This is an optimization exercise on Yosys and OpenROAD, whose aim is small area, a short achievable clock period and few clock cycles per item, not a production implementation. Function was checked by simulation only, so behaviour that the tests miss may differ from the original.

[design/flow/design.v]
`default_nettype none
module mmn_store #(
  parameter int N = 66,
  parameter int T = 64
) (
  input  wire logic        clk,
  input  wire logic        ins,
  input  wire logic [31:0] din,
  output logic [31:0]      tap
);
  logic [31:0] r [0:N-1];
  always_ff @(posedge clk) begin
    r[0] <= ins ? din : r[N-1];
    for (int i = 1; i < N; i++) begin
      r[i] <= r[i-1];
    end
  end
  assign tap = r[T];
endmodule
`default_nettype wire
`default_nettype none
module mmn_job_fifo #(
  parameter int J = 3,
  parameter int W = 71
) (
  input  wire logic         clk,
  input  wire logic         rst,
  input  wire logic         wr_en,
  input  wire logic [W-1:0] wr_data,
  input  wire logic         cons,       
  output logic              cur_v,
  output logic              cur_v_n,    
  output logic [W-7:0]      cur,
  output logic              is_last
);
  localparam int PW = (J > 1) ? $clog2(J) : 1;
  localparam int CW = $clog2(J + 1);
  logic [J-1:0][W-1:0] slots;
  logic [PW-1:0] wp;
  logic [PW-1:0] rp;
  logic [CW-1:0] fc;
  logic [5:0]    left;
  logic [W-1:0]  head;
  logic load;
  logic from_fifo;
  logic from_wr;
  logic fifo_wr;
  assign is_last   = (left == '0);
  assign load      = !cur_v || (cons && is_last);
  assign from_fifo = load && (fc != '0);
  assign from_wr   = load && (fc == '0) && wr_en;
  assign fifo_wr   = wr_en && !from_wr;
  assign head      = slots[rp];
  assign cur_v_n   = !rst && (load ? ((fc != '0) || wr_en) : cur_v);
  for (genvar i = 0; i < J; i++) begin : g_slot
    always_ff @(posedge clk) begin
      if (fifo_wr && (wp == PW'(i))) begin
        slots[i] <= wr_data;
      end
    end
  end
  always_ff @(posedge clk) begin
    if (from_fifo) begin
      cur  <= head[W-1:6];
      left <= head[5:0];
    end else if (from_wr) begin
      cur  <= wr_data[W-1:6];
      left <= wr_data[5:0];
    end else if (cons) begin
      left <= left - 6'd1;
    end
  end
  always_ff @(posedge clk) begin
    if (rst) begin
      wp    <= '0;
      rp    <= '0;
      fc    <= '0;
      cur_v <= 1'b0;
    end else begin
      if (fifo_wr) begin
        wp <= (wp == PW'(J - 1)) ? '0 : wp + PW'(1);
      end
      if (from_fifo) begin
        rp <= (rp == PW'(J - 1)) ? '0 : rp + PW'(1);
      end
      case ({fifo_wr, from_fifo})
        2'b10:   fc <= fc + CW'(1);
        2'b01:   fc <= fc - CW'(1);
        default: fc <= fc;
      endcase
      cur_v <= cur_v_n;
    end
  end
endmodule
`default_nettype wire
`default_nettype none
module mmn_front #(
  parameter int N = 66,
  parameter int J = 4
) (
  input  wire logic         clk,
  input  wire logic         rst,
  input  wire logic         push,
  input  wire logic [32:0]  item,
  output logic              full,
  input  wire logic         cons,      
  input  wire logic         dpop,      
  output logic              ins,
  output logic [31:0]       din,
  output logic              at_head,
  output logic              at_head_n,   
  output logic              d_wr,
  output logic [70:0]       d_data     
);
  localparam int CW = 7;
  localparam int DW = 3;
  logic               b_v;
  logic [32:0]        b_d;
  logic               full_q;
  logic               nf;
  logic [6:0]         fill;
  logic signed [31:0] run_min;
  logic signed [31:0] run_max;
  logic               fd;
  logic [CW-1:0]      cnt;
  logic [CW-1:0]      a;
  logic [CW-1:0]      g;
  logic [DW-1:0]      dcnt;
  logic               a_z;
  logic               b_last;
  logic [31:0]        b_x;
  logic               acc;
  logic               cnt_z;
  logic               cnt_f;
  logic               kept;
  logic               allowed;
  logic [DW:0]        s;
  logic               leave;
  assign b_last  = b_d[0];
  assign b_x     = b_d[32:1];
  assign acc     = push && !full_q;
  assign din     = b_x;
  assign full    = full_q;
  assign cnt_z   = (cnt == '0);
  assign cnt_f   = (cnt == CW'(N));
  assign kept    = nf || (fill != 7'd64);
  assign allowed = cnt_z || ((g == '0) && !cnt_f);
  assign s       = (DW+1)'(dcnt) + (DW+1)'(fd);
  assign leave   = b_v && (!kept || allowed) && (!b_last || (s < (DW+1)'(J)));
  assign ins     = leave && kept;
  assign at_head = !cnt_z && a_z;
  assign at_head_n = !cnt_n_z && a_z_n;
  logic          b_v_n;
  logic          last_n;
  logic          nf_n;
  logic          fd_n;
  logic          cnt_n_z;
  logic          cnt_n_f;
  logic          g_n_z;
  logic          fill_n_64;
  logic          dspace_n;
  logic          leave_n;
  logic          a_z_n;
  always_comb begin
    b_v_n     = !rst && (acc || (b_v && !leave));
    last_n    = acc ? item[0] : b_last;
    nf_n      = rst || (leave ? b_last : nf);
    fd_n      = !rst && leave && b_last;
    cnt_n_z   = rst || (!ins && (cnt_z || ((cnt == CW'(1)) && cons)));
    cnt_n_f   = !rst && !cons && (cnt_f || ((cnt == CW'(N - 1)) && ins));
    g_n_z     = ins || (!cnt_z && (g == CW'(1)));
    fill_n_64 = ins ? (!nf && (fill == 7'd63)) : (fill == 7'd64);
    case ({fd_n, dpop})
      2'b10:   dspace_n = (s <= (DW+1)'(J - 2));
      2'b01:   dspace_n = (s <= (DW+1)'(J));
      default: dspace_n = (s <= (DW+1)'(J - 1));
    endcase
    if (rst) begin
      dspace_n = 1'b1;
    end
    if (cnt_z) begin
      a_z_n = 1'b0;
    end else if (cons) begin
      a_z_n = a_z;
    end else begin
      a_z_n = (a == CW'(1));
    end
    leave_n = (!(nf_n || !fill_n_64) || cnt_n_z || (g_n_z && !cnt_n_f)) && (!last_n || dspace_n);
  end
  always_ff @(posedge clk) begin
    b_v    <= b_v_n;
    nf     <= nf_n;
    fd     <= fd_n;
    full_q <= b_v_n && !leave_n;
    if (acc) begin
      b_d <= item;
    end
    if (rst) begin
      fill <= '0;
      cnt  <= '0;
      dcnt <= '0;
    end else begin
      if (ins) begin
        fill <= nf ? 7'd1 : fill + 7'd1;
      end
      case ({ins, cons})
        2'b10:   cnt <= cnt + CW'(1);
        2'b01:   cnt <= cnt - CW'(1);
        default: cnt <= cnt;
      endcase
      case ({fd, dpop})
        2'b10:   dcnt <= dcnt + DW'(1);
        2'b01:   dcnt <= dcnt - DW'(1);
        default: dcnt <= dcnt;
      endcase
    end
    g <= ins ? '0 : ((cnt_z || (g == '0)) ? CW'(N - 1) : g - CW'(1));
    a_z <= a_z_n;
    if (cnt_z) begin
      a <= CW'(N - 2);
    end else if (!cons) begin
      a <= a_z ? CW'(N - 1) : a - CW'(1);
    end
  end
  logic lt_min;
  logic ge_max;
  logic lt_unused;
  logic ge_unused;
  logic [31:0] lt_s;
  logic [31:0] ge_s;
  mmn_add #(.W(32)) u_cmin (
    .a(b_x ^ 32'h8000_0000),
    .b(~(run_min ^ 32'h8000_0000)),
    .cin(1'b1),
    .s(lt_s),
    .co(lt_unused)
  );
  mmn_add #(.W(32)) u_cmax (
    .a(run_max ^ 32'h8000_0000),
    .b(~(b_x ^ 32'h8000_0000)),
    .cin(1'b1),
    .s(ge_s),
    .co(ge_unused)
  );
  assign lt_min = !lt_unused;
  assign ge_max = ge_unused;
  always_ff @(posedge clk) begin
    if (ins) begin
      if (nf || lt_min) begin
        run_min <= b_x;
      end
      if (nf || !ge_max) begin
        run_max <= b_x;
      end
    end
  end
  logic [31:0] span;
  logic        span_co;
  logic        pt;
  mmn_add #(.W(32)) u_span (
    .a(run_max),
    .b(~run_min),
    .cin(1'b1),
    .s(span),
    .co(span_co)
  );
  assign pt     = (run_max == run_min);
  assign d_wr   = fd;
  assign d_data = {run_min, (pt ? run_min : span), pt, 6'(fill - 7'd1)};
endmodule
`default_nettype wire
`default_nettype none
module mmn_add #(
  parameter int W = 32
) (
  input  wire logic [W-1:0] a,
  input  wire logic [W-1:0] b,
  input  wire logic         cin,
  output logic [W-1:0]      s,
  output logic              co
);
  localparam int L = $clog2(W);
  logic [(L+1)*W-1:0] gg;
  logic [(L+1)*W-1:0] pp;
  logic [W:0]         c;
  for (genvar i = 0; i < W; i++) begin : g_in
    assign gg[i] = a[i] & b[i];
    assign pp[i] = a[i] | b[i];
  end
  for (genvar l = 0; l < L; l++) begin : g_lv
    for (genvar i = 0; i < W; i++) begin : g_bit
      if (((i >> l) % 2) == 1) begin : g_op
        assign gg[(l+1)*W+i] = gg[l*W+i] | (pp[l*W+i] & gg[l*W+((i>>l)<<l)-1]);
        assign pp[(l+1)*W+i] = pp[l*W+i] & pp[l*W+((i>>l)<<l)-1];
      end else begin : g_pass
        assign gg[(l+1)*W+i] = gg[l*W+i];
        assign pp[(l+1)*W+i] = pp[l*W+i];
      end
    end
  end
  assign c[0] = cin;
  for (genvar i = 0; i < W; i++) begin : g_out
    assign c[i+1] = gg[L*W+i] | (pp[L*W+i] & cin);
    assign s[i]   = a[i] ^ (b[i] ^ c[i]);
  end
  assign co = c[W];
endmodule
module mmn_divstep (
  input  wire logic [31:0] rem,
  input  wire logic [31:0] sp,
  output logic             fits,
  output logic [31:0]      nrem
);
  logic [32:0] trial;
  logic [32:0] diff;
  assign trial = {rem, 1'b0};
  mmn_add #(
    .W(33)
  ) u_sub (
    .a(trial),
    .b(~{1'b0, sp}),
    .cin(1'b1),
    .s(diff),
    .co(fits)
  );
  assign nrem = fits ? diff[31:0] : trial[31:0];
endmodule
module mmn_back (
  input  wire logic        clk,
  input  wire logic        rst,
  input  wire logic        in_v,
  input  wire logic [31:0] in_rem,
  input  wire logic [31:0] in_sp,
  input  wire logic        in_pt,
  input  wire logic        in_last,
  output logic             en,
  input  wire logic        pop,
  output logic             empty,
  output logic [33:0]      result
);
  localparam int S = 16;
  logic        v   [0:S-1];
  logic [31:0] rem [0:S-1];
  logic [31:0] sp  [0:S-1];
  logic        pt  [0:S-1];
  logic        lst [0:S-1];
  logic        eq  [1:S-1];
  logic [15:0] q   [1:S-1];
  logic        o_v;
  logic [33:0] o_d;
  assign en = !o_v || pop;
  always_ff @(posedge clk) begin
    if (rst) begin
      v[0] <= 1'b0;
    end else if (en) begin
      v[0] <= in_v;
    end
    if (en) begin
      rem[0] <= in_rem;
      sp[0]  <= in_sp;
      pt[0]  <= in_pt;
      lst[0] <= in_last;
    end
  end
  for (genvar j = 1; j < S; j++) begin : g_st
    logic        fits;
    logic [31:0] nrem;
    mmn_divstep u_step (
      .rem(rem[j-1]),
      .sp(sp[j-1]),
      .fits(fits),
      .nrem(nrem)
    );
    always_ff @(posedge clk) begin
      if (rst) begin
        v[j] <= 1'b0;
      end else if (en) begin
        v[j] <= v[j-1];
      end
      if (en) begin
        rem[j] <= nrem;
        sp[j]  <= sp[j-1];
        pt[j]  <= pt[j-1];
        lst[j] <= lst[j-1];
      end
    end
    if (j == 1) begin : g_first
      always_ff @(posedge clk) begin
        if (en) begin
          eq[j]   <= (rem[0] == sp[0]);
          q[j][0] <= fits;
        end
      end
    end else begin : g_rest
      always_ff @(posedge clk) begin
        if (en) begin
          eq[j]        <= eq[j-1];
          q[j][j-1:0]  <= {q[j-1][j-2:0], fits};
        end
      end
    end
  end
  logic        l_fits;
  logic [31:0] l_nrem;
  logic [15:0] quo;
  logic [31:0] value;
  mmn_divstep u_last (
    .rem(rem[S-1]),
    .sp(sp[S-1]),
    .fits(l_fits),
    .nrem(l_nrem)
  );
  assign quo   = {q[S-1][S-2:0], l_fits};
  assign value = pt[S-1] ? sp[S-1] : (eq[S-1] ? 32'h0001_0000 : {16'b0, quo});
  always_ff @(posedge clk) begin
    if (rst) begin
      o_v <= 1'b0;
    end else if (en) begin
      o_v <= v[S-1];
    end
    if (en) begin
      o_d <= {value, pt[S-1], lst[S-1]};
    end
  end
  assign empty  = !o_v;
  assign result = o_d;
endmodule
`default_nettype wire
`default_nettype none
module min_max_normalize_top #(
  parameter int MAX_ELEMENTS = 64
) (
  input  wire logic        clk,
  input  wire logic        rst,
  input  wire logic        push,
  output logic             full,
  input  wire logic [32:0] item,     
  output logic             empty,
  input  wire logic        pop,
  output logic [33:0]      result    
);
  localparam int N = MAX_ELEMENTS + 2;
  localparam int T = N - 2;
  localparam int J = 4;
  logic        ins;
  logic [31:0] din;
  logic [31:0] tap;
  logic        at_head;
  logic        d_wr;
  logic [70:0] d_wdata;
  logic [64:0] d_cur;
  logic        d_cur_v;
  logic        en;
  logic        cons;
  logic        dpop;
  logic        is_last;
  logic [31:0] d_min;
  logic [31:0] d_spx;
  logic        d_pt;
  logic [31:0] offset;
  logic        off_co;
  assign {d_min, d_spx, d_pt} = d_cur;
  logic at_head_n;
  logic d_cur_v_n;
  logic ready_q;
  always_ff @(posedge clk) begin
    ready_q <= at_head_n && d_cur_v_n;
  end
  assign cons = ready_q && en;
  assign dpop = cons && is_last;
  mmn_front #(
    .N(N),
    .J(J)
  ) u_front (
    .clk(clk),
    .rst(rst),
    .push(push),
    .item(item),
    .full(full),
    .cons(cons),
    .dpop(dpop),
    .ins(ins),
    .din(din),
    .at_head(at_head),
    .at_head_n(at_head_n),
    .d_wr(d_wr),
    .d_data(d_wdata)
  );
  mmn_store #(
    .N(N),
    .T(T)
  ) u_store (
    .clk(clk),
    .ins(ins),
    .din(din),
    .tap(tap)
  );
  mmn_job_fifo #(
    .J(J - 1),
    .W(71)
  ) u_jobs (
    .clk(clk),
    .rst(rst),
    .wr_en(d_wr),
    .wr_data(d_wdata),
    .cons(cons),
    .cur_v(d_cur_v),
    .cur_v_n(d_cur_v_n),
    .cur(d_cur),
    .is_last(is_last)
  );
  mmn_add #(
    .W(32)
  ) u_off (
    .a(tap),
    .b(~d_min),
    .cin(1'b1),
    .s(offset),
    .co(off_co)
  );
  mmn_back u_back (
    .clk(clk),
    .rst(rst),
    .in_v(cons),
    .in_rem(offset),
    .in_sp(d_spx),
    .in_pt(d_pt),
    .in_last(is_last),
    .en(en),
    .pop(pop),
    .empty(empty),
    .result(result)
  );
endmodule
`default_nettype wire
[design/flow/flow/run.sh]
#!/bin/bash
# Layout flow: the standard layout (standard.sh, all of ORFS's own steps and
# scripts), except that synthesis maps the logic with a delay-targeted ABC
# script (flow/abc_speed.script) in place of ORFS's abc_speed.script.
# make's output goes to flow_make.log; ORFS keeps each tool's log under orfs/logs.
set -euo pipefail
WORK=$(cd "$(dirname "$0")/.." && pwd)
cd "$WORK"
rm -rf "$WORK/scripts_abc"
cp -r "$FLOW_HOME/scripts" "$WORK/scripts_abc"
cp "$WORK/flow/abc_speed.script" "$WORK/scripts_abc/abc_speed.script"
bash "$WORK/standard.sh" "SCRIPTS_DIR=$WORK/scripts_abc" finish > "$WORK/flow_make.log" 2>&1
[design/flow/config.mk]
export PLATFORM = sky130hd
export DESIGN_NAME = min_max_normalize_top
export DESIGN_NICKNAME = min_max_normalize_top
export VERILOG_FILES = /design/flow/design.v
export SDC_FILE = /design/flow/constraint.sdc
export NUM_CORES = 4
export LEC_CHECK = 0
export CAP_MARGIN = 20
export CORE_MARGIN = 2
export CORE_UTILIZATION = 45
export CTS_CLUSTER_DIAMETER = 80
export CTS_CLUSTER_SIZE = 24
export PLACE_DENSITY = 0.6
export SETUP_SLACK_MARGIN = 4.9
export SLEW_MARGIN = 20
[design/flow/standard.sh]
#!/bin/bash
# synth_recipe.tcl (not shown) runs the flow's synth.tcl, then flattens the netlist and writes it again
# the make line also repeats each setting of config.mk as NAME=value (left out here)
make -C /OpenROAD-flow-scripts/flow DESIGN_CONFIG=/design/flow/config.mk WORK_HOME=/design/flow/orfs CLKGATE_MAP_FILE= SYNTH_SCRIPT=/design/flow/synth_recipe.tcl "${@:-finish}"
[design/flow/flow/abc_speed.script]
strash
dch -f
map -D 2200
buffer -p
upsize -D 2200
[design/flow/constraint.sdc]
create_clock -name core_clock -period 8.0 [get_ports {clk}]
set_input_delay 1.6000 -clock core_clock [delete_from_list [all_inputs] [get_ports {clk}]]
set_output_delay 1.6000 -clock core_clock [all_outputs]
set_load 0.01 [all_outputs]
==> impl_results.md, run 1 <==
* Largest cells by area after synthesis: edfxtp_1 38%, dfxtp_1 34%, nor2_1 4.9%
* Max Buffers Root-to-Sink at 4
* FILL cells at 24,400
* Worst-margin pin slew at 0.943 ns
* Area of the multi-input gates at 30,400 µm²
* Die height at 538 µm
* Unrepaired setup endpoints after global routing: true
* Die Area at 290,000 µm²
* Worst-Skew Late Latency at 0.91 ns
* Hold-fix buffers, CTS at 0
* EDFF count, synth at 1,606
* Gr ovfl total at 0
* Hold_ws at 0.281 ns
* Synthesized Nets at 11,400
* Worst Skew at 0.0855 ns
* IO Pins at 73
* Top-count cell post-synth: dfxtp_1
* Worst path required time at 6.40 ns
* Cells after Synth at 11,300
* Die width at 538 µm
* DRC errors left at 0
* First-pass GRT wire length at 358,000 µm
* Starting Density at 45.2%
* Final min period at 3.24 ns
* Vias per inst at 4.74
* # setup viols final at 0
* Rows at 196
* Critical path endpoint category: output pin
* Largest net degree at the start of global routing at 104
* Clock sink total at 3,779
* Synth top cells by count: 2,173 x dfxtp_1, 1,669 x nor2_1, 1,606 x edfxtp_1
* Total number of vias at 73,600
* Core footprint at 284,000 µm²
* Detailed-placement wirelength estimate at 147,000 µm
* Max Slew Vio Count at 0
* Crit share post-route at 40.5%
* Max frequency at 308 MHz
* Yosys cell types at 59
* First-pass iteration count of the detailed router at 8
* Mapped cell area at 128,000 µm²
* Register Area at 91,700 µm²
* Htree depth at 4
* Synth Flop Type: dfxtp_1
* Input/output buffers at 72
* Cell Chain, Critical Path: buf_2
* Vias in the first global route at 72,000
* Synthesis Warnings at 20
* Area fraction of the dominant cell type after synthesis at 37.5%
* WL final at 224,000 µm
* Final ANT Viol Nets at 0
* DRT iter0 DRCs at 4,809
* Worst Setup Start Kind: register
* Final count of hold timing violations at 0
* Hold Path Class: register to register
* Worst reg2reg setup slack at 4.88 ns
* Setup CP Type: register to output pin
* Async set-reset flop share out of synthesis at 0%
* Cts bufs inserted at 195
* Max-cap viol count at 0
* Gpl congestion at 0.890
* Antenna violations before repair at 3
* Crit path buf inv count at 1
* Slew HR at 37.0%
* Crit-path max FO at 1
* Outcome: no timing/DRC/antenna violations
* Synthesized flop and latch total at 3,779
* Mean post-synth cell area at 11.4 µm²
* Synthesis-to-layout area growth at 10.7%
* Top delay family on crit path: flip-flops
* DR WL/cell at 14.5 µm
* Worst EP arrival at 1.64 ns
* Crit path max-delay cell type: edfxtp_1
* Nets at 11,800
* Setup TNS at 0 ns
* Share of cells above drive strength 1 at 7.56%
* CP peak stage delay at 0.53 ns
* CTS tree: done
* Seq/Total Area, Yosys at 71.4%
* CTS root buffer: clkbuf_16
* Post-synth top area cell: edfxtp_1
* Clock transition at path regs at 0.09 ns
* Total GRT Usage at 15.0%
[sequential cells by signal (all words and copies together) (netlist names), 15 cells and up]
| signal | flops |
|---|---|
| u_store.r | 2112 |
| u_back.rem | 512 |
| u_back.sp | 512 |
| u_jobs.slots | 213 |
| u_back.q | 120 |
| u_jobs.cur | 65 |
| u_back.o_d | 34 |
| u_front.b_d | 33 |
| u_front.run_max | 32 |
| u_front.run_min | 32 |
| u_back.lst | 16 |
| u_back.pt | 16 |
| u_back.v | 16 |
| u_back.eq | 15 |
[cells by family after synthesis]
kind of cell | synth area share [%]
compound gates | 7.44
buf+inv | 6.05
simple gates | 10.5
xor+xnor | 3.60
fa+ha+maj | 1.07
flops | 71.4
[per-stage QoR]
step	util (%)	instance area, µm²	std cells	setup WS (ns)
final	50.0	142000	15500	4.76
after CTS	49.4	140000	15400	4.67
after floorplan	-	129000	11300	2.79
after global placement	46.6	133000	15000	2.71
after detailed placement	46.6	133000	15000	2.68
after global routing	50.0	142000	15500	4.70
[path summary, 6_finish.rpt]
kind / start / to / cells past startpoint
setup / recovery: u_back.o_d[0]$_DFFE_PN_ / result[0] / 1
setup reg to reg: u_front.run_max[17]$_DFFE_PP_ / u_jobs.cur[30]$_DFFE_PP_ / 20
hold reg to reg: u_store.r[32][4]$_DFF_P_ / u_store.r[33][4]$_DFF_P_ / 0
hold / removal: u_store.r[32][4]$_DFF_P_ / u_store.r[33][4]$_DFF_P_ / 0
[routing by layer]
| layer | up-vias | wire length [µm] | track usage, % |
|---|---|---|---|
| li1 | 37400 | - | - |
| met1 | 34200 | 95200 | 17.8 |
| met2 | 1417 | 111000 | 26.9 |
| met3 | 550 | 7590 | 1.77 |
| met4 | 0 | 10700 | 6.97 |
| met5 | - | 0 | 0 |
[layout make-up]
class                   count  area share (%)
repair inverters           15          0.0800
clock inverters            62           0.572
clock buffers             240            3.62
repair buffers            330            2.33
flip-flops and latches   3779            64.5
well taps                3762            3.31
diodes                      3         0.00528
inverters                1575            4.23
multi-input cells        5758            21.4
[placed cells by master, fill, tap and decap left out, types with 16 or more instances in the layout]
| cell | count |
|---|---|
| a211oi_1 | 32 |
| a21oi_1 | 410 |
| a21oi_2 | 38 |
| a22oi_1 | 93 |
| a31oi_1 | 81 |
| buf_12 | 20 |
| buf_2 | 33 |
| buf_4 | 189 |
| buf_6 | 24 |
| clkbuf_1 | 39 |
| clkbuf_16 | 201 |
| clkdlybuf4s50_1 | 34 |
| clkinvlp_4 | 20 |
| dfxtp_1 | 2171 |
| edfxtp_1 | 1606 |
| fa_1 | 16 |
| ha_1 | 76 |
| inv_1 | 1542 |
| inv_2 | 21 |
| nand2_1 | 1466 |
| nand3_1 | 89 |
| nand4_1 | 31 |
| nor2_1 | 1604 |
| nor2_2 | 44 |
| nor2_4 | 25 |
| nor3_1 | 69 |
| nor4_1 | 21 |
| o211ai_1 | 29 |
| o21ai_0 | 786 |
| o21ai_1 | 26 |
| o21bai_1 | 16 |
| o221ai_1 | 20 |
| o22ai_1 | 24 |
| xnor2_1 | 194 |
| xor2_1 | 323 |
[what timing repair did]
item                                     CTS  global route
endpoints found under the setup margin  1453           671
gates resized for setup                  328           273
pin swaps                                 29            84
cloned                                    26             6
setup buffers                             99            96
Testbench counts, summed over its fixed seeds: cycles 9,932, items 9,268.
==> inputs of run 2 (changes only) <==
--- a/design/flow/config.mk
+++ b/design/flow/config.mk
@@ -11,5 +11,5 @@
 export CTS_CLUSTER_DIAMETER = 80
 export CTS_CLUSTER_SIZE = 24
 export PLACE_DENSITY = 0.6
-export SETUP_SLACK_MARGIN = 4.9
+export SETUP_SLACK_MARGIN = 5.0
 export SLEW_MARGIN = 20
==> run 2 against run 1 <==
Maximum frequency increased by 0.27%; register-to-register slack improved by 0.03 ns; die area unchanged; worst setup slack improved by 0.0088 ns; flip-flop and latch count unchanged; critical path type unchanged; largest cell class unchanged; highest routed layer unchanged.
==> impl_results.md, run 2 <==
* Outcome: no timing/DRC/antenna violations
* Critical path endpoint category: output pin
* WL final at 228,000 µm (+1.8%)
* Reg2reg start: u_front.run_max[1]$_DFFE_PP_
* Max-cap viol count at 0 (unchanged)
* Synthesis-to-layout area growth at 11.8%
* Worst Skew at 0.0863 ns (+0.000811 ns)
* Hold-fix buffers, CTS at 0 (unchanged)
* Area fraction of the dominant cell type after synthesis at 37.5% (unchanged)
* Cells after Synth at 11,300 (unchanged)
* Synthesized Nets at 11,400 (unchanged)
* Mean post-synth cell area at 11.4 µm² (unchanged)
* Final min period at 3.23 ns (-0.00882 ns)
* Worst-Skew Late Latency at 0.91 ns (about the same)
* Largest cells by area after synthesis: edfxtp_1 38%, dfxtp_1 34%, nor2_1 4.9%
* Synthesized flop and latch total at 3,779 (unchanged)
* CTS tree: done
* Synth top cells by count: 2,173 x dfxtp_1, 1,669 x nor2_1, 1,606 x edfxtp_1
* Final design utilization at 50.5% (+0.49 points)
* Gpl congestion at 0.890 (unchanged)
* Total GRT Usage at 15.1% (+0.17 points)
* Worst EP arrival at 1.63 ns (about the same)
* DR WL/cell at 14.6 µm (+1.3%)
* Crit-path max FO at 1 (unchanged)
* Most frequent cells in the layout: 2,170 x dfxtp_1, 1,606 x edfxtp_1, 1,565 x nor2_1
* Cts bufs inserted at 195 (unchanged)
* Setup CP Type: register to output pin
* FILL cells at 24,200 (-0.52%)
* Final ANT Viol Nets at 0 (unchanged)
* CTS root buffer: clkbuf_16
* Top delay family on crit path: flip-flops
* Worst-margin pin slew at 1.14 ns (+0.194 ns)
* DRT iter0 DRCs at 4,917 (+2.2%)
* Commonest non-fill, non-tap cell in the layout: dfxtp_1
* Gr ovfl total at 0 (unchanged)
* Detailed-placement wirelength estimate at 147,000 µm (unchanged)
* DP Cell Count at 15,000 (unchanged)
* Input/output buffers at 72 (unchanged)
* Core footprint at 284,000 µm² (unchanged)
* First-pass iteration count of the detailed router at 6 (-2)
* Setup TNS at 0 ns (unchanged)
* Total number of vias at 74,100 (+0.74%)
* Share of cells above drive strength 1 at 9.12% (+1.6 points)
* Die height at 538 µm (unchanged)
* Mapped cell area at 128,000 µm² (unchanged)
* Crit share post-route at 40.4% (-0.11 points)
* Hold Path Class: register to register
* Cell Area, Placed at 133,000 µm² (unchanged)
* Htree depth at 4 (unchanged)
* Async set-reset flop share out of synthesis at 0% (unchanged)
* Post-synth top area cell: edfxtp_1
* Vias in the first global route at 72,400 (+0.52%)
* Post-route cell area at 144,000 µm² (+0.97%)
* Worst path required time at 6.40 ns (about the same)
* Cell Chain, Critical Path: buf_2
* Die width at 538 µm (unchanged)
* Top reg by flops: u_store.r
* First-pass GRT wire length at 362,000 µm (+0.94%)
* Crit path max-delay cell type: edfxtp_1
* EDFF count, synth at 1,606 (unchanged)
* Clock sink total at 3,779 (unchanged)
* Synthesis Warnings at 20 (unchanged)
* Crit path launch: u_back.o_d[0]$_DFFE_PN_
* Biggest regs: u_store.r x2112, u_back.rem x512, u_back.sp x512
* Largest net degree at the start of global routing at 104 (unchanged)
* Hold Crit Start: u_store.r[32][4]$_DFF_P_
* Starting Density at 45.2% (unchanged)
* # setup viols final at 0 (unchanged)
* Clock transition at path regs at 0.09 ns (about the same)
* Max reg flops at 2,112 (unchanged)
* Rows at 196 (unchanged)
* DRC errors left at 0 (unchanged)
* Final count of hold timing violations at 0 (unchanged)
* Vias per inst at 4.75 (+0.23%)
* Die Area at 290,000 µm² (unchanged)
* Seq/Total Area, Yosys at 71.4% (unchanged)
* Synth Flop Type: dfxtp_1
* Max Slew Vio Count at 0 (unchanged)
* Top-count cell post-synth: dfxtp_1
* Antenna violations before repair at 3 (unchanged)
* IO Pins at 73 (unchanged)
* Max frequency at 309 MHz (+0.27%)
* Cell Count, Final, Fillers Out at 15,600 (+0.51%)
* CP peak stage delay at 0.52 ns (about the same)
* Crit path buf inv count at 1 (unchanged)
* Worst Setup Start Kind: register
* Unrepaired setup endpoints after global routing: true
* Max Buffers Root-to-Sink at 4 (unchanged)
* Yosys cell types at 59 (unchanged)
* Slew HR at 24.2% (-13 points)
* Nets at 11,900 (+0.66%)
## run 2: layout make-up
cell class | instances | area (µm²) | area share (%)
Sequential cell | 3779 | 91700 | 63.9
Multi-Input combinational cell | 5757 | 30900 | 21.5
Inverter | 1575 | 6030 | 4.20
Clock buffer | 240 | 5140 | 3.58
Tap cell | 3762 | 4710 | 3.28
Timing Repair Buffer | 409 | 4200 | 2.92
Clock inverter | 62 | 813 | 0.566
Timing Repair inverter | 15 | 116 | 0.0810
Antenna cell | 4 | 10.0 | 0.00697
## run 2: through the flow
step / setup WS [ns] / hold slack (ns)
after global placement: 2.71 / 0.310
final: 4.77 / 0.281
after CTS: 4.67 / 0.279
after detailed placement: 2.68 / 0.312
after global routing: 4.67 / 0.287
after floorplan: 2.79 / 0.310
## run 2: worst paths after layout
path	to	depth (start not counted)	slack, ns
max	result[0]	1	4.77
min	u_store.r[33][4]$_DFF_P_	0	0.28
max reg2reg	u_jobs.cur[24]$_DFFE_PP_	18	4.91
min reg2reg	u_store.r[33][4]$_DFF_P_	0	0.28
## run 2: metal layers
layer	wire length [µm]	track usage (%)
met1	96000	18.0
met4	10800	7.07
met2	114000	27.3
met5	0	0
met3	7760	1.79
## run 2: cells by family (layout without fill, tap and decap cells)
| kind of cell | after synthesis | count (layout) | share of synthesized area [%] |
|---|---|---|---|
| compound gates | 1696 | 1696 | 7.44 |
| xor+xnor | 528 | 528 | 3.60 |
| fa+ha+maj | 100 | 100 | 1.07 |
| buf+inv | 1721 | 2301 | 6.05 |
| flops | 3779 | 3779 | 71.4 |
| other cells | 0 | 4 | 0 |
| simple gates | 3430 | 3433 | 10.5 |
## run 2: what timing repair did
item,in CTS,in global routing
pin swaps,64,112
hold endpoints to repair,0,0
cloned,31,9
buffers inserted,155,110
resized for setup,422,391
setup endpoints to repair,1522,1012
## run 2: worst register-to-register path: stages (launching register included)
cell	delay, ns
edfxtp_1	0.43
buf_6	0.15
ha_4	0.15
a21oi_2	0.10
inv_1	0.07
a211o_2	0.36
nand3_2	0.07
o211ai_1	0.17
nand2_1	0.16
nand3_4	0.16
buf_6	0.18
clkinv_8	0.06
o221ai_4	0.11
a21boi_1	0.13
o21ai_1	0.09
xor2_1	0.16
buf_4	0.15
nor2_2	0.07
a31oi_1	0.05
==> inputs of run 3 (changes only) <==
--- a/design/flow/design.v
+++ b/design/flow/design.v
@@ -21,7 +21,7 @@
 `default_nettype none
 module mmn_job_fifo #(
   parameter int J = 3,
-  parameter int W = 71
+  parameter int W = 70
 ) (
   input  wire logic         clk,
   input  wire logic         rst,
@@ -110,7 +110,7 @@
   output logic              at_head,
   output logic              at_head_n,   
   output logic              d_wr,
-  output logic [70:0]       d_data     
+  output logic [69:0]       d_data     
 );
   localparam int CW = 7;
   localparam int DW = 3;
@@ -127,6 +127,9 @@
   logic [CW-1:0]      g;
   logic [DW-1:0]      dcnt;
   logic               a_z;
+  logic               kept_q;
+  logic               allowed_q;
+  logic               dspace_q;
   logic               b_last;
   logic [31:0]        b_x;
   logic               acc;
@@ -143,10 +146,10 @@
   assign full    = full_q;
   assign cnt_z   = (cnt == '0);
   assign cnt_f   = (cnt == CW'(N));
-  assign kept    = nf || (fill != 7'd64);
-  assign allowed = cnt_z || ((g == '0) && !cnt_f);
+  assign kept    = kept_q;
+  assign allowed = allowed_q;
   assign s       = (DW+1)'(dcnt) + (DW+1)'(fd);
-  assign leave   = b_v && (!kept || allowed) && (!b_last || (s < (DW+1)'(J)));
+  assign leave   = b_v && (!kept || allowed) && (!b_last || dspace_q);
   assign ins     = leave && kept;
   assign at_head = !cnt_z && a_z;
   assign at_head_n = !cnt_n_z && a_z_n;
@@ -160,6 +163,8 @@
   logic          fill_n_64;
   logic          dspace_n;
   logic          leave_n;
+  logic          kept_n;
+  logic          allowed_n;
   logic          a_z_n;
   always_comb begin
     b_v_n     = !rst && (acc || (b_v && !leave));
@@ -185,13 +190,18 @@
     end else begin
       a_z_n = (a == CW'(1));
     end
-    leave_n = (!(nf_n || !fill_n_64) || cnt_n_z || (g_n_z && !cnt_n_f)) && (!last_n || dspace_n);
+    kept_n    = nf_n || !fill_n_64;
+    allowed_n = cnt_n_z || (g_n_z && !cnt_n_f);
+    leave_n   = (!kept_n || allowed_n) && (!last_n || dspace_n);
   end
   always_ff @(posedge clk) begin
     b_v    <= b_v_n;
     nf     <= nf_n;
     fd     <= fd_n;
     full_q <= b_v_n && !leave_n;
+    kept_q    <= kept_n;
+    allowed_q <= allowed_n;
+    dspace_q  <= dspace_n;
     if (acc) begin
       b_d <= item;
     end
@@ -254,19 +264,8 @@
       end
     end
   end
-  logic [31:0] span;
-  logic        span_co;
-  logic        pt;
-  mmn_add #(.W(32)) u_span (
-    .a(run_max),
-    .b(~run_min),
-    .cin(1'b1),
-    .s(span),
-    .co(span_co)
-  );
-  assign pt     = (run_max == run_min);
   assign d_wr   = fd;
-  assign d_data = {run_min, (pt ? run_min : span), pt, 6'(fill - 7'd1)};
+  assign d_data = {run_min, run_max, 6'(fill - 7'd1)};
 endmodule
 `default_nettype wire
 `default_nettype none
@@ -344,7 +343,6 @@
   logic [31:0] sp  [0:S-1];
   logic        pt  [0:S-1];
   logic        lst [0:S-1];
-  logic        eq  [1:S-1];
   logic [15:0] q   [1:S-1];
   logic        o_v;
   logic [33:0] o_d;
@@ -387,15 +385,13 @@
     if (j == 1) begin : g_first
       always_ff @(posedge clk) begin
         if (en) begin
-          eq[j]   <= (rem[0] == sp[0]);
           q[j][0] <= fits;
         end
       end
     end else begin : g_rest
       always_ff @(posedge clk) begin
         if (en) begin
-          eq[j]        <= eq[j-1];
-          q[j][j-1:0]  <= {q[j-1][j-2:0], fits};
+          q[j][j-1:0] <= {q[j-1][j-2:0], fits};
         end
       end
     end
@@ -404,6 +400,7 @@
   logic [31:0] l_nrem;
   logic [15:0] quo;
   logic [31:0] value;
+  logic        eq;
   mmn_divstep u_last (
     .rem(rem[S-1]),
     .sp(sp[S-1]),
@@ -411,7 +408,8 @@
     .nrem(l_nrem)
   );
   assign quo   = {q[S-1][S-2:0], l_fits};
-  assign value = pt[S-1] ? sp[S-1] : (eq[S-1] ? 32'h0001_0000 : {16'b0, quo});
+  assign eq    = (rem[S-1] == sp[S-1]);
+  assign value = pt[S-1] ? sp[S-1] : (eq ? 32'h0001_0000 : {16'b0, quo});
   always_ff @(posedge clk) begin
     if (rst) begin
       o_v <= 1'b0;
@@ -447,19 +445,24 @@
   logic [31:0] tap;
   logic        at_head;
   logic        d_wr;
-  logic [70:0] d_wdata;
-  logic [64:0] d_cur;
+  logic [69:0] d_wdata;
+  logic [63:0] d_cur;
   logic        d_cur_v;
   logic        en;
   logic        cons;
   logic        dpop;
   logic        is_last;
   logic [31:0] d_min;
-  logic [31:0] d_spx;
-  logic        d_pt;
+  logic [31:0] d_max;
   logic [31:0] offset;
   logic        off_co;
-  assign {d_min, d_spx, d_pt} = d_cur;
+  logic [31:0] span;
+  logic        span_co;
+  logic        d_pt;
+  logic [31:0] d_spx;
+  assign {d_min, d_max} = d_cur;
+  assign d_pt  = (d_max == d_min);
+  assign d_spx = d_pt ? d_min : span;
   logic at_head_n;
   logic d_cur_v_n;
   logic ready_q;
@@ -497,7 +500,7 @@
   );
   mmn_job_fifo #(
     .J(J - 1),
-    .W(71)
+    .W(70)
   ) u_jobs (
     .clk(clk),
     .rst(rst),
@@ -518,6 +521,15 @@
     .s(offset),
     .co(off_co)
   );
+  mmn_add #(
+    .W(32)
+  ) u_span (
+    .a(d_max),
+    .b(~d_min),
+    .cin(1'b1),
+    .s(span),
+    .co(span_co)
+  );
   mmn_back u_back (
     .clk(clk),
     .rst(rst),
--- a/design/flow/config.mk
+++ b/design/flow/config.mk
@@ -11,5 +11,5 @@
 export CTS_CLUSTER_DIAMETER = 80
 export CTS_CLUSTER_SIZE = 24
 export PLACE_DENSITY = 0.6
-export SETUP_SLACK_MARGIN = 5.0
+export SETUP_SLACK_MARGIN = 4.9
 export SLEW_MARGIN = 20
==> run 3 against run 2 <==
Critical path type is now primary input to register; still clean on timing, DRC and antenna; synthesized cell count increased by 3.3%; critical endpoint is now u_back.sp[6][28]$_DFFE_PN_; largest cell class unchanged; final area about the same; worst setup slack improved by 0.12 ns; highest routed layer is now met5; via count increased by 2.8%; register-to-register slack improved by 0.08 ns.
==> impl_results.md, run 3 <==
* Clock transition at path regs at 0.09 ns (about the same)
* # setup viols final at 0 (unchanged)
* Biggest regs: u_store.r x2112, u_back.rem x512, u_back.sp x512
* Hold Path Class: register to register
* Met1 Use GR at 20.8% (+2.9 points)
* FILL cells at 25,000 (+3.1%)
* Largest family of logic cells by synthesized area: simple AND/OR/NAND/NOR gates
* Unrepaired setup endpoints after global routing: true
* Post-Synth XOR/XNOR Area at 3.65% (+0.053 points)
* Max Slew Vio Count at 0 (unchanged)
* Commonest non-fill, non-tap cell in the layout: dfxtp_1
* Final count of hold timing violations at 0 (unchanged)
* Mapped cell area at 130,000 µm² (+0.98%)
* CP Depth at 7 (+6)
* EDFF count, synth at 1,587 (-1.2%)
* Crit path buf inv count at 6 (+5)
* Antenna violations before repair at 10 (+7)
* Worst path required time at 8.52 ns (+2.12 ns)
* Starting Density at 45.1% (about the same)
* Die width at 541 µm (+0.49%)
* Grt met3 use at 1.82% (+0.033 points)
* Critical path endpoint category: register
* CP peak stage delay at 0.60 ns (+0.08 ns)
* DRC errors left at 0 (unchanged)
* Gr ovfl total at 0 (unchanged)
* Max reg flops at 2,112 (unchanged)
* Most frequent cells in the layout: 2,175 x dfxtp_1, 1,779 x nor2_1, 1,728 x inv_1
* Rows at 197 (+0.51%)
* Largest net degree at the start of global routing at 99 (-4.8%)
* Input/output buffers at 72 (unchanged)
* Cell Chain, Critical Path: clkdlybuf4s50_1 > nor2_4 > buf_12 > inv_16 > buf_12 > buf_8 > bufbuf_16
* Nets at 12,100 (+2.1%)
* Synthesized Nets at 11,800 (+3.3%)
* Final ANT Viol Nets at 0 (unchanged)
* IO Pins at 73 (unchanged)
* Top reg by flops: u_store.r
* Reg2Reg Depth at 17 (-1)
* Crit-path max FO at 81 (+80)
* Mean post-synth cell area at 11.2 µm² (-2.2%)
* Synthesis-to-layout area growth at 10.7%
* Gpl congestion at 0.852 (-4.4%)
* Total number of vias at 76,200 (+2.8%)
* Worst-Skew Late Latency at 0.91 ns (about the same)
* Async set-reset flop share out of synthesis at 0% (unchanged)
* Max-cap viol count at 0 (unchanged)
* Hold_ws at 0.286 ns (+0.00498 ns)
* Top delay family on crit path: buffers and inverters
* Crit path max-delay cell type: bufbuf_16
* First-pass GRT wire length at 389,000 µm (+7.7%)
* Worst-margin pin slew at 0.941 ns (-0.197 ns)
* WL final at 249,000 µm (+9.1%)
* Vias in the first global route at 74,200 (+2.5%)
* Final min period at 3.11 ns (-0.124 ns)
* Synthesized flop and latch total at 3,763 (-0.42%)
* Setup CP Type: primary input to register
* First-pass iteration count of the detailed router at 5 (-1)
* Synth Flop Type: dfxtp_1
* Worst Setup Start Kind: primary input
* Worst Skew at 0.0775 ns (-0.00878 ns)
* Clock sink total at 3,763 (-0.42%)
* Multiplexer share of the synthesized area at 0% (unchanged)
* Top-count cell post-synth: dfxtp_1
* Max Buffers Root-to-Sink at 4 (unchanged)
* Htree depth at 4 (unchanged)
* Post-Synth Adder-Cell Area at 1.08% (+0.017 points)
* Synth top cells by count: 2,176 x dfxtp_1, 1,843 x nor2_1, 1,769 x inv_1
* CTS tree: done
* Cells after Synth at 11,600 (+3.3%)
* Yosys cell types at 59 (unchanged)
* Post-synth top area cell: edfxtp_1
* Hold path depth at 0 (unchanged)
* Setup TNS at 0 ns (unchanged)
* CP most frequent cell: buf_12
* Outcome: no timing/DRC/antenna violations
* Area fraction of the dominant cell type after synthesis at 36.7% (-0.81 points)
* DR WL/cell at 15.7 µm (+7.2%)
* Max frequency at 322 MHz (+4.0%)
* Slew HR at 35.6% (+11 points)
* CTS root buffer: clkbuf_16
* Core footprint at 287,000 µm² (+1.0%)
* Synth Area in Simple Gates at 11.0% (+0.56 points)
* Share of cells above drive strength 1 at 6.84% (-2.3 points)
* DRT iter0 DRCs at 5,516 (+12%)
* Met2 Use GR at 29.0% (+1.7 points)
* Synthesis Warnings at 18 (-10%)
* Crit share post-route at 38.9% (-1.6 points)
* Total GRT Usage at 16.5% (+1.3 points)
* Largest cells by area after synthesis: edfxtp_1 37%, dfxtp_1 34%, nor2_1 5.3%
* Hold-fix buffers, CTS at 0 (unchanged)
* Die height at 541 µm (+0.49%)
* Cts bufs inserted at 198 (+1.5%)
* Die Area at 293,000 µm² (+0.98%)
* Vias per inst at 4.80 (+1.1%)
* Detailed-placement wirelength estimate at 166,000 µm (+13%)
* Post-synthesis compound-gate area fraction at 7.35% (-0.087 points)
* Seq/Total Area, Yosys at 70.3% (-1.1 points)
* Worst EP arrival at 3.63 ns (+2.00 ns)
* Grt peak-use layer: met2
run 3: cell count changes after synthesis, sizes merged, moves of 36 or more:
cell    before   now
inv       1572  1771
nor2      1673  1847
nor3        84   144
nand2     1475  1418
o21ai      826   774
a21oi      453   410
o211ai      29    65
run 3: cell families (layout without fill, tap and decap cells):
kind of cell | Yosys count | after routing
other cells | 0 | 10
compound gates | 1660 | 1660
xor+xnor | 541 | 541
buf+inv | 1922 | 2377
fa+ha+maj | 103 | 103
flops | 3763 | 3763
simple gates | 3634 | 3639
run 3: routing by layer:
layer / wire length, µm / share of wire [%]
met5: 13 / 0.0052
met2: 122000 / 49
met1: 108000 / 44
met4: 9140 / 3.7
met3: 9520 / 3.8
run 3: repair_timing:
action | in CTS | in global routing
buffers inserted | 73 | 63
pin swaps | 20 | 51
cloned | 28 | 12
resized for setup | 377 | 264
setup endpoints to repair | 1533 | 1020
run 3: worst paths after layout:
check	start	to	slack (ns)
min reg2reg	u_store.r[44][29]$_DFF_P_	u_store.r[45][29]$_DFF_P_	0.29
min	u_store.r[44][29]$_DFF_P_	u_store.r[45][29]$_DFF_P_	0.29
max	pop	u_back.sp[6][28]$_DFFE_PN_	4.89
max reg2reg	u_back.rem[7][15]$_DFFE_PN_	u_back.rem[8][2]$_DFFE_PN_	4.99
run 3: area by class of cell:
cell class                      count  area [µm²]  share of cell area [%]
Sequential cell                  3763       91200                    63.5
Multi-Input combinational cell   5943       31400                    21.9
Inverter                         1773        6820                    4.75
Clock buffer                      242        5140                    3.58
Tap cell                         3781        4730                    3.29
Timing Repair Buffer              277        2970                    2.07
Clock inverter                     65        1080                   0.750
Timing Repair inverter             20         163                   0.113
Antenna cell                       10        25.0                  0.0174
run 3: stage by stage:
| stage | util (%) | cells | cell area (µm²) | setup slack [ns] |
|---|---|---|---|---|
| 2_1_floorplan | - | 11600 | 130000 | 2.84 |
| 3_3_place_gp | 46.6 | 15400 | 134000 | 2.33 |
| 3_5_place_dp | 46.6 | 15400 | 134000 | 2.26 |
| 4_1_cts | 49.4 | 15800 | 142000 | 4.88 |
| 5_1_grt | 50.0 | 15900 | 144000 | 4.83 |
| 6_report | 50.0 | 15900 | 144000 | 4.89 |
Testbench counts of run 3, summed over its fixed seeds: cycles 9,932, items 9,268.
==> inputs of run 4 (changes only) <==
--- a/design/flow/config.mk
+++ b/design/flow/config.mk
@@ -11,5 +11,5 @@
 export CTS_CLUSTER_DIAMETER = 80
 export CTS_CLUSTER_SIZE = 24
 export PLACE_DENSITY = 0.6
-export SETUP_SLACK_MARGIN = 4.9
+export SETUP_SLACK_MARGIN = 5.0
 export SLEW_MARGIN = 20
==> run 4 against run 3 <==
Still clean; cell count rose by 0.40%; first-iteration DRC count fell by 1.2%; clock skew fell by 0.00053 ns; flip-flop and latch count did not move; critical path depth rose by 13; sequential share of layout area fell by 0.47 points; hold slack barely moved; final area rose by 0.75%; largest cell class unchanged.
==> impl_results.md, run 4 <==
* Outcome: no timing/DRC/antenna violations
* Gpl congestion at 0.852 (unchanged)
* Total GRT Usage at 16.6% (+0.099 points)
* Synthesized flop and latch total at 3,763 (unchanged)
* Crit-path max FO at 6 (-93%)
* Area of the multi-input gates at 31,900 µm² (+1.5%)
* DRC errors left at 0 (unchanged)
* CTS root buffer: clkbuf_16
* Worst path required time at 8.74 ns (+0.22 ns)
* Unrepaired setup endpoints after global routing: true
* Max reg flops at 2,112 (unchanged)
* Total number of vias at 76,700 (+0.65%)
* Die width at 541 µm (unchanged)
* Largest net degree at the start of global routing at 99 (unchanged)
* First-pass GRT wire length at 391,000 µm (+0.46%)
* Area fraction of the dominant cell type after synthesis at 36.7% (unchanged)
* Clock transition at path regs at 0.09 ns (about the same)
* Worst EP arrival at 3.76 ns (+0.13 ns)
* DR WL/cell at 15.8 µm (+0.56%)
* DRT iter0 DRCs at 5,448 (-1.2%)
* DP Cell Count at 15,400 (unchanged)
* Setup TNS at 0 ns (unchanged)
* Final count of hold timing violations at 0 (unchanged)
* Max frequency at 331 MHz (+2.9%)
* First-pass iteration count of the detailed router at 6 (+1)
* WL final at 251,000 µm (+0.96%)
* Largest cells by area after synthesis: edfxtp_1 37%, dfxtp_1 34%, nor2_1 5.3%
* Cells after Synth at 11,600 (unchanged)
* Synthesized Nets at 11,800 (unchanged)
* Gr ovfl total at 0 (unchanged)
* Worst Skew at 0.0769 ns (-0.000533 ns)
* Most frequent cells in the layout: 2,174 x dfxtp_1, 1,737 x nor2_1, 1,703 x inv_1
* Vias per inst at 4.81 (+0.25%)
* Final min period at 3.02 ns (-0.0890 ns)
* Biggest regs: u_store.r x2112, u_back.rem x512, u_back.sp x512
* # setup viols final at 0 (unchanged)
* Seq/Total Area, Yosys at 70.3% (unchanged)
* Input/output buffers at 72 (unchanged)
* Register Area at 91,200 µm² (about the same)
* Hold Path Class: register to register
* Top-count cell post-synth: dfxtp_1
* Share of cells above drive strength 1 at 8.25% (+1.4 points)
* Setup CP Type: register to register
* Cell Area, Placed at 134,000 µm² (unchanged)
* Core footprint at 287,000 µm² (unchanged)
* Synth top cells by count: 2,176 x dfxtp_1, 1,843 x nor2_1, 1,769 x inv_1
* Antenna violations before repair at 12 (+2)
* Final ANT Viol Nets at 0 (unchanged)
* Synthesis-to-layout area growth at 11.5%
* Die Area at 293,000 µm² (unchanged)
* FILL cells at 24,900 (-0.39%)
* Synthesis Warnings at 18 (unchanged)
* Starting Density at 45.1% (unchanged)
* Commonest non-fill, non-tap cell in the layout: dfxtp_1
* IO Pins at 73 (unchanged)
* Cts bufs inserted at 198 (unchanged)
* Worst slack at placement at 2.26 ns (unchanged)
* Max Slew Vio Count at 0 (unchanged)
* Mean post-synth cell area at 11.2 µm² (unchanged)
* Htree depth at 4 (unchanged)
* Max Buffers Root-to-Sink at 4 (unchanged)
* EDFF count, synth at 1,587 (unchanged)
* CP most frequent cell: inv_2
* Slew HR at 44.6% (+8.9 points)
* Cell Chain, Critical Path: inv_1 > ha_2 > inv_2 > a21oi_2 > inv_2 > a211o_2 > inv_2 > o21ai_4 > inv_2 > nor2_2 > a2111oi_4 > o21ai_2 > buf_12 > buf_8 > nand3_2 > inv_2 > nor2_2 > a21oi_1 > o21ai_1 > xor2_1
* Crit path max-delay cell type: edfxtp_1
* Cell Count, Final, Fillers Out at 15,900 (+0.40%)
* Final design utilization at 50.3% (+0.37 points)
* Worst Setup Start Kind: register
* Die height at 541 µm (unchanged)
* Nets at 12,200 (+0.57%)
* Worst-Skew Late Latency at 0.91 ns (about the same)
* Hold_ws at 0.287 ns (+0.000399 ns)
* Vias in the first global route at 74,400 (+0.29%)
* Max-cap viol count at 0 (unchanged)
* Setup WS post-layout at 4.98 ns (+0.0890 ns)
* Critical path endpoint category: register
* Worst-margin pin slew at 0.831 ns (-0.110 ns)
* Mapped cell area at 130,000 µm² (unchanged)
* Clock sink total at 3,763 (unchanged)
* CP peak stage delay at 0.43 ns (-0.17 ns)
* Top reg by flops: u_store.r
* Post-synth top area cell: edfxtp_1
* Post-route cell area at 145,000 µm² (+0.75%)
* CTS tree: done
* Synth Flop Type: dfxtp_1
* Crit share post-route at 37.8% (-1.1 points)
* Yosys cell types at 59 (unchanged)
* Rows at 197 (unchanged)
* Detailed-placement wirelength estimate at 166,000 µm (unchanged)
* Async set-reset flop share out of synthesis at 0% (unchanged)
## run 4: kinds of logic (layout without fill, tap and decap cells)
| logic type | count (synthesis) | count (layout) | share of synthesized area, % |
|---|---|---|---|
| xor gates and xnor gates | 541 | 541 | 3.65 |
| DFF | 3763 | 3763 | 70.3 |
| adders and majority gates | 103 | 103 | 1.08 |
| and+or+nand+nor | 3634 | 3639 | 11.0 |
| AOI/OAI and AO/OA | 1660 | 1660 | 7.35 |
| other | 0 | 4 | 0 |
| buffers and inverters | 1922 | 2446 | 6.60 |
## run 4: final cells by class
cell class / instances / area share (%)
timing repair inverter: 19 / 0.109
sequential: 3763 / 63.1
clock buffer: 242 / 3.55
inverter: 1773 / 4.71
antenna: 4 / 0.00692
multi-input combinational: 5943 / 22.1
timing repair buffer: 347 / 2.48
clock inverter: 65 / 0.745
tap: 3781 / 3.27
## run 4: path summary, 6_finish.rpt
path,startpoint,to,slack (ns),cells after the start
max,u_jobs.cur[1]$_DFFE_PP_,u_back.sp[0][27]$_DFFE_PN_,4.98,20
min,u_store.r[44][29]$_DFF_P_,u_store.r[45][29]$_DFF_P_,0.29,0
max reg2reg,u_jobs.cur[1]$_DFFE_PP_,u_back.sp[0][27]$_DFFE_PN_,4.98,20
min reg2reg,u_store.r[44][29]$_DFF_P_,u_store.r[45][29]$_DFF_P_,0.29,0
## run 4: what timing repair did
action,4_1_cts,5_1_grt
buffers inserted,98,105
pin swaps,35,95
gates resized for setup,441,388
hold buffers,0,0
endpoints found under the setup margin,1662,1247
cloned,31,11
## run 4: metal layers
| layer | wire length [µm] | vias up | GRT usage [%] |
|---|---|---|---|
| li1 | - | 38500 | - |
| met1 | 109000 | 36300 | 20.9 |
| met2 | 123000 | 1488 | 29.2 |
| met3 | 9590 | 460 | 1.88 |
| met4 | 9120 | 4 | 6.14 |
| met5 | 27 | - | 0 |
## run 4: worst max-delay path, delay by kind of cell, from the launching register on
kind | cells | cell delay [ns]
compound gates | 7 | 1.16
buf+inv | 8 | 0.66
flops | 1 | 0.43
simple gates | 3 | 0.22
xor+xnor | 1 | 0.20
fa+ha+maj | 1 | 0.18
==> inputs of run 5 (changes only) <==
--- a/design/flow/config.mk
+++ b/design/flow/config.mk
@@ -8,8 +8,8 @@
 export CAP_MARGIN = 20
 export CORE_MARGIN = 2
 export CORE_UTILIZATION = 45
-export CTS_CLUSTER_DIAMETER = 80
-export CTS_CLUSTER_SIZE = 24
+export CTS_CLUSTER_DIAMETER = 90
+export CTS_CLUSTER_SIZE = 28
 export PLACE_DENSITY = 0.6
 export SETUP_SLACK_MARGIN = 5.0
 export SLEW_MARGIN = 20
==> run 5 against run 4 <==
Synthesized area did not move; hold slack about the same; critical endpoint is now result[9]; die area did not move; clock skew grew 0.0024 ns; cell count is 0.20% lower; via count barely moved; global-route usage barely moved; sequential share of layout area is 0.32 points higher.
==> impl_results.md, run 5 <==
* Input/output buffers at 72 (unchanged)
* Mean post-synth cell area at 11.2 µm² (unchanged)
* Crit path buf inv count at 1 (-7)
* Async set-reset flop share out of synthesis at 0% (unchanged)
* Setup TNS at 0 ns (unchanged)
* Cells after Synth at 11,600 (unchanged)
* Max reg flops at 2,112 (unchanged)
* First-pass GRT wire length at 392,000 µm (+0.17%)
* Vias in the first global route at 74,200 (-0.20%)
* Commonest non-fill, non-tap cell in the layout: dfxtp_1
* Setup WS post-layout at 5.01 ns (+0.0316 ns)
* Detailed-placement wirelength estimate at 166,000 µm (unchanged)
* Top-count cell post-synth: dfxtp_1
* Slew HR at 45.2% (+0.65 points)
* Top reg by flops: u_store.r
* Total GRT Usage at 16.6% (+0.022 points)
* Final count of hold timing violations at 0 (unchanged)
* Biggest regs: u_store.r x2112, u_back.rem x512, u_back.sp x512
* Synthesis-to-layout area growth at 10.9%
* Antenna violations before repair at 13 (+1)
* Crit share post-route at 37.4% (-0.39 points)
* First-pass iteration count of the detailed router at 8 (+2)
* Largest net degree at the start of global routing at 83 (-16%)
* Synth top cells by count: 2,176 x dfxtp_1, 1,843 x nor2_1, 1,769 x inv_1
* Area fraction of the dominant cell type after synthesis at 36.7% (unchanged)
* Total number of vias at 76,700 (+0.013%)
* Cts bufs inserted at 175 (-12%)
* Synthesis Warnings at 18 (unchanged)
* Synthesized Nets at 11,800 (unchanged)
* CTS root buffer: clkbuf_16
* Worst-Skew Late Latency at 0.90 ns (about the same)
* Final design utilization at 50.1% (-0.25 points)
* Worst Skew at 0.0793 ns (+0.00235 ns)
* Hold_ws at 0.287 ns (+0.0000330 ns)
* Max Slew Vio Count at 0 (unchanged)
* Outcome: no timing/DRC/antenna violations
* Cell Chain, Critical Path: buf_2
* Clock sink total at 3,763 (unchanged)
* Vias per inst at 4.83 (+0.21%)
* # setup viols final at 0 (unchanged)
* Synth Flop Type: dfxtp_1
* Worst EP arrival at 1.39 ns (-2.37 ns)
* Core footprint at 287,000 µm² (unchanged)
* Gpl congestion at 0.852 (unchanged)
* Seq/Total Area, Yosys at 70.3% (unchanged)
* Mapped cell area at 130,000 µm² (unchanged)
* Share of cells above drive strength 1 at 7.93% (-0.32 points)
* WL final at 252,000 µm (+0.11%)
* Die height at 541 µm (unchanged)
* CTS tree: done
* Die width at 541 µm (unchanged)
* Largest cells by area after synthesis: edfxtp_1 37%, dfxtp_1 34%, nor2_1 5.3%
* Final min period at 2.99 ns (-0.0316 ns)
* CP peak stage delay at 0.38 ns (-0.05 ns)
* Unrepaired setup endpoints after global routing: true
* Hold Path Class: register to register
* Critical path endpoint category: output pin
* Clock transition at path regs at 0.10 ns (about the same)
* Die Area at 293,000 µm² (unchanged)
* Setup CP Type: register to output pin
* Worst Setup Start Kind: register
* IO Pins at 73 (unchanged)
* Nets at 12,200 (-0.26%)
* Max Buffers Root-to-Sink at 4 (unchanged)
* Crit-path max FO at 1 (-5)
* Final ANT Viol Nets at 0 (unchanged)
* Worst path required time at 6.40 ns (-2.34 ns)
* Synthesized flop and latch total at 3,763 (unchanged)
* Top delay family on crit path: flip-flops
* Crit path max-delay cell type: edfxtp_1
* EDFF count, synth at 1,587 (unchanged)
* Yosys cell types at 59 (unchanged)
* Worst-margin pin slew at 0.821 ns (-0.00977 ns)
* Worst slack at placement at 2.26 ns (unchanged)
* Post-synth top area cell: edfxtp_1
* Starting Density at 45.1% (unchanged)
* Gr ovfl total at 0 (unchanged)
* Htree depth at 4 (unchanged)
* Max-cap viol count at 0 (unchanged)
* Rows at 197 (unchanged)
* Max frequency at 335 MHz (+1.1%)
* DRT iter0 DRCs at 5,420 (-0.51%)
* DR WL/cell at 15.8 µm (+0.32%)
* DRC errors left at 0 (unchanged)
* Most frequent cells in the layout: 2,174 x dfxtp_1, 1,748 x nor2_1, 1,703 x inv_1
## run 5: cell count changes in the layout (fill, tap and decap cells not counted), moves of 5 or more
cell	delta
a21oi_2	+6
clkbuf_16	-18
nor2_1	+11
o21ai_1	-7
buf_4	-11
nand2_4	+7
nor2_2	-14
bufinv_16	-5
inv_12	-5
nand3_1	+6
## run 5: path summary, 6_finish.rpt
kind | cells after the start | end | start | slack, ns
max | 1 | result[9] | u_back.o_d[9]$_DFFE_PN_ | 5.01
min | 0 | u_store.r[55][20]$_DFF_P_ | u_store.r[54][20]$_DFF_P_ | 0.29
max reg2reg | 18 | u_back.rem[8][17]$_DFFE_PN_ | u_back.rem[7][15]$_DFFE_PN_ | 5.06
min reg2reg | 0 | u_store.r[55][20]$_DFF_P_ | u_store.r[54][20]$_DFF_P_ | 0.29
## run 5: through the flow
| step | cell area, µm² | instances |
|---|---|---|
| after global routing | 144000 | 15900 |
| after floorplan | 130000 | 11600 |
| after global placement | 134000 | 15400 |
| final | 144000 | 15900 |
| after CTS | 142000 | 15800 |
| after detailed placement | 134000 | 15400 |
## run 5: layout make-up
| cell class | instances | area (µm²) |
|---|---|---|
| timing repair inverter | 18 | 149 |
| timing repair buffer | 338 | 3580 |
| sequential | 3763 | 91200 |
| antenna | 6 | 15.0 |
| inverter | 1773 | 6830 |
| multi-input combinational | 5944 | 31900 |
| clock buffer | 220 | 4660 |
| clock inverter | 62 | 890 |
| tap | 3781 | 4730 |
| fill | 25000 | 143000 |
## run 5: cells by family (layout without fill, tap and decap cells)
group / count (synthesis) / in the layout / synth area share, %
flip-flops: 3763 / 3763 / 70.3
AND/OR/NAND/NOR: 3634 / 3639 / 11.0
buffers and inverters: 1922 / 2411 / 6.60
AO/OA/AOI/OAI: 1660 / 1661 / 7.35
XOR/XNOR: 541 / 541 / 3.65
adder cells (fa/ha/maj): 103 / 103 / 1.08
other: 0 / 6 / 0
## run 5: layer usage
| layer | vias up | part of all wire (%) | global-route usage (%) |
|---|---|---|---|
| met5 | - | 0 | 0 |
| met4 | 0 | 3.7 | 5.95 |
| met3 | 452 | 3.8 | 1.99 |
| met2 | 1478 | 49 | 29.2 |
| met1 | 36400 | 44 | 20.9 |
| li1 | 38400 | - | - |
## run 5: what timing repair did
| action | 4_1_cts | 5_1_grt |
|---|---|---|
| hold buffers | 0 | 0 |
| pin swaps | 32 | 74 |
| cloned | 35 | 10 |
| endpoints found under the setup margin | 1714 | 580 |
| resized for setup | 440 | 379 |
| buffers inserted | 103 | 88 |
==> inputs of run 6 (changes only) <==
==> design/flow/flow/abc_speed.script (replaced) <==
strash
dch -f
map -D 2000
buffer -p
upsize -D 2000
==> run 6 against run 5 <==
Final area shrank 0.74%; worst setup slack lost 0.027 ns; global-route usage grew 0.060 points; highest routed layer unchanged; hold slack gained 0.0013 ns; die area grew 0.17%; critical endpoint is now result[0]; wire length shrank 0.73%.
==> impl_results.md, run 6 <==
* Worst Skew at 0.0918 ns (+0.0125 ns)
* DR WL/cell at 15.8 µm (about the same)
* Nets at 12,100 (-0.81%)
* First-pass GRT wire length at 393,000 µm (+0.39%)
* Seq/Total Area, Yosys at 70.2% (-0.12 points)
* First-pass iteration count of the detailed router at 9 (+1)
* WL final at 250,000 µm (-0.73%)
* Final min period at 3.02 ns (+0.0273 ns)
* Crit-path max FO at 1 (unchanged)
* Synthesis-to-layout area growth at 9.92%
* Worst-Skew Late Latency at 0.91 ns (about the same)
* Crit share post-route at 37.7% (+0.34 points)
* Die Area at 293,000 µm² (+0.17%)
* Die height at 541 µm (about the same)
* Setup TNS at 0 ns (unchanged)
* Synthesis Warnings at 18 (unchanged)
* Worst Setup Start Kind: register
* Top-count cell post-synth: dfxtp_1
* Most frequent cells in the layout: 2,174 x dfxtp_1, 1,692 x inv_1, 1,690 x nor2_1
* Total GRT Usage at 16.6% (+0.060 points)
* Post-synth top area cell: edfxtp_1
* Hold Path Class: register to register
* # setup viols final at 0 (unchanged)
* Input/output buffers at 72 (unchanged)
* Die width at 541 µm (about the same)
* Vias per inst at 4.84 (+0.34%)
* Core footprint at 288,000 µm² (about the same)
* Synthesized Nets at 11,700 (-0.35%)
* DRT iter0 DRCs at 4,875 (-10%)
* Largest net degree at the start of global routing at 182 (+120%)
* Biggest regs: u_store.r x2112, u_back.rem x512, u_back.sp x512
* Share of cells above drive strength 1 at 7.24% (-0.69 points)
* Final count of hold timing violations at 0 (unchanged)
* Top delay family on crit path: flip-flops
* Synth Flop Type: dfxtp_1
* Max reg flops at 2,112 (unchanged)
* DP Cell Count at 15,300 (-0.33%)
* CTS root buffer: clkbuf_16
* Setup CP Type: register to output pin
* Outcome: no timing/DRC/antenna violations
* Clock transition at path regs at 0.10 ns (about the same)
* Cts bufs inserted at 176 (+0.57%)
* Gpl congestion at 0.881 (+3.5%)
* Largest cells by area after synthesis: edfxtp_1 37%, dfxtp_1 34%, nor2_1 5.1%
* Max Buffers Root-to-Sink at 4 (unchanged)
* Clock sink total at 3,763 (unchanged)
* EDFF count, synth at 1,587 (unchanged)
[run 6: changes by cell type in the layout (fill, tap and decap cells not counted), sizes merged, moves of 5 or more]
cell | previous run | this run
nand2 | 1418 | 1485
clkinvlp | 26 | 20
bufbuf | 9 | 4
nor2 | 1847 | 1770
a31oi | 114 | 124
buf | 287 | 241
nand3 | 137 | 129
o221ai | 17 | 26
nor3 | 144 | 132
inv | 1796 | 1761
o31ai | 16 | 9
[run 6: final timing paths]
path | startpoint | end | slack [ns] | depth (start not counted)
max reg2reg | u_back.sp[2][12]$_DFFE_PN_ | u_back.rem[3][18]$_DFFE_PN_ | 5.04 | 14
max | u_back.o_d[0]$_DFFE_PN_ | result[0] | 4.98 | 1
min | u_store.r[22][12]$_DFF_P_ | u_store.r[23][12]$_DFF_P_ | 0.29 | 0
min reg2reg | u_store.r[22][12]$_DFF_P_ | u_store.r[23][12]$_DFF_P_ | 0.29 | 0
[run 6: through the flow]
stage	area [µm²]	setup slack (ns)
after detailed placement	134000	2.47
after global routing	143000	4.88
after global placement	134000	2.52
final	143000	4.98
after floorplan	130000	2.84
after CTS	141000	4.88
[run 6: what timing repair did]
action,4_1_cts,5_1_grt
buffers inserted,86,71
endpoints found under the setup margin,1754,688
pin swaps,32,48
cloned,25,5
resized for setup,375,269
[run 6: cell families (layout without fill, tap and decap cells)]
kind of cell	count (synthesis)	after routing	share of synthesized area [%]
and+or+nand+nor	3608	3615	11.0
adders and majority gates	103	103	1.08
xor gates and xnor gates	541	541	3.65
AOI/OAI and AO/OA	1675	1675	7.59
other	0	4	0
buffers and inverters	1892	2319	6.53
DFF	3763	3763	70.2
[run 6: final cells by class]
type,count,area (µm²)
Antenna cell,4,10.0
Clock buffer,222,4680
Tap cell,3781,4730
Timing Repair inverter,13,103
Fill cell,24900,145000
Multi-Input combinational cell,5934,31800
Inverter,1742,6670
Clock inverter,58,818
Sequential cell,3763,91200
Timing Repair Buffer,284,2810
[run 6: metal layers]
layer	global-route usage, %	vias up	wire length [µm]
met5	0	-	0
met4	6.18	0	9570
met3	1.76	502	9090
met2	29.5	1516	123000
met1	20.9	36300	108000
li1	-	38200	-

separate check: timing with driven ports:
No port has a modelled driver above. Below, the same layouts with a new extraction and two added sets of constraints.
Step 1 (the two cells are an assumption about what drives the block):
set clk [get_ports {clk}]
set_driving_cell -lib_cell sky130_fd_sc_hd__clkbuf_16 $clk
set_driving_cell -lib_cell sky130_fd_sc_hd__buf_2 [delete_from_list [all_inputs] $clk]
Step 2 times the ports against the registers' clock, not the clock port: input delays grow and output delays shrink by t, the midpoint of the rising clock arrivals with the driver on.
a / b / c = ideal ports / drivers / drivers and shift; a / b = the first two.
run	t, ns	slack for setup (ns)	worst hold slack (ns)	latest minus earliest clock arrival (ns)	pins driven straight from the clock port
run 1	0.967	4.757 / 4.663 / 4.067	0.281 / 0.281 / 0.281	0.094 / 0.094	1
run 2	0.963	4.766 / 4.673 / 4.164	0.281 / 0.281 / 0.281	0.096 / 0.096	1
run 3	0.972	4.891 / 4.893 / 3.984	0.286 / 0.286 / 0.286	0.097 / 0.097	1
run 4	0.971	4.980 / 4.897 / 4.268	0.287 / 0.287 / 0.287	0.093 / 0.094	1
run 5	0.948	5.011 / 4.921 / 4.157	0.287 / 0.287 / 0.287	0.090 / 0.089	1
run 6	0.948	4.984 / 4.892 / 4.198	0.288 / 0.288 / 0.288	0.121 / 0.121	1
After both steps every run listed still meets setup and hold. For run 3, which loses most, drivers alone change the setup slack by +0.002 ns; drivers and shift together by -0.907 ns.
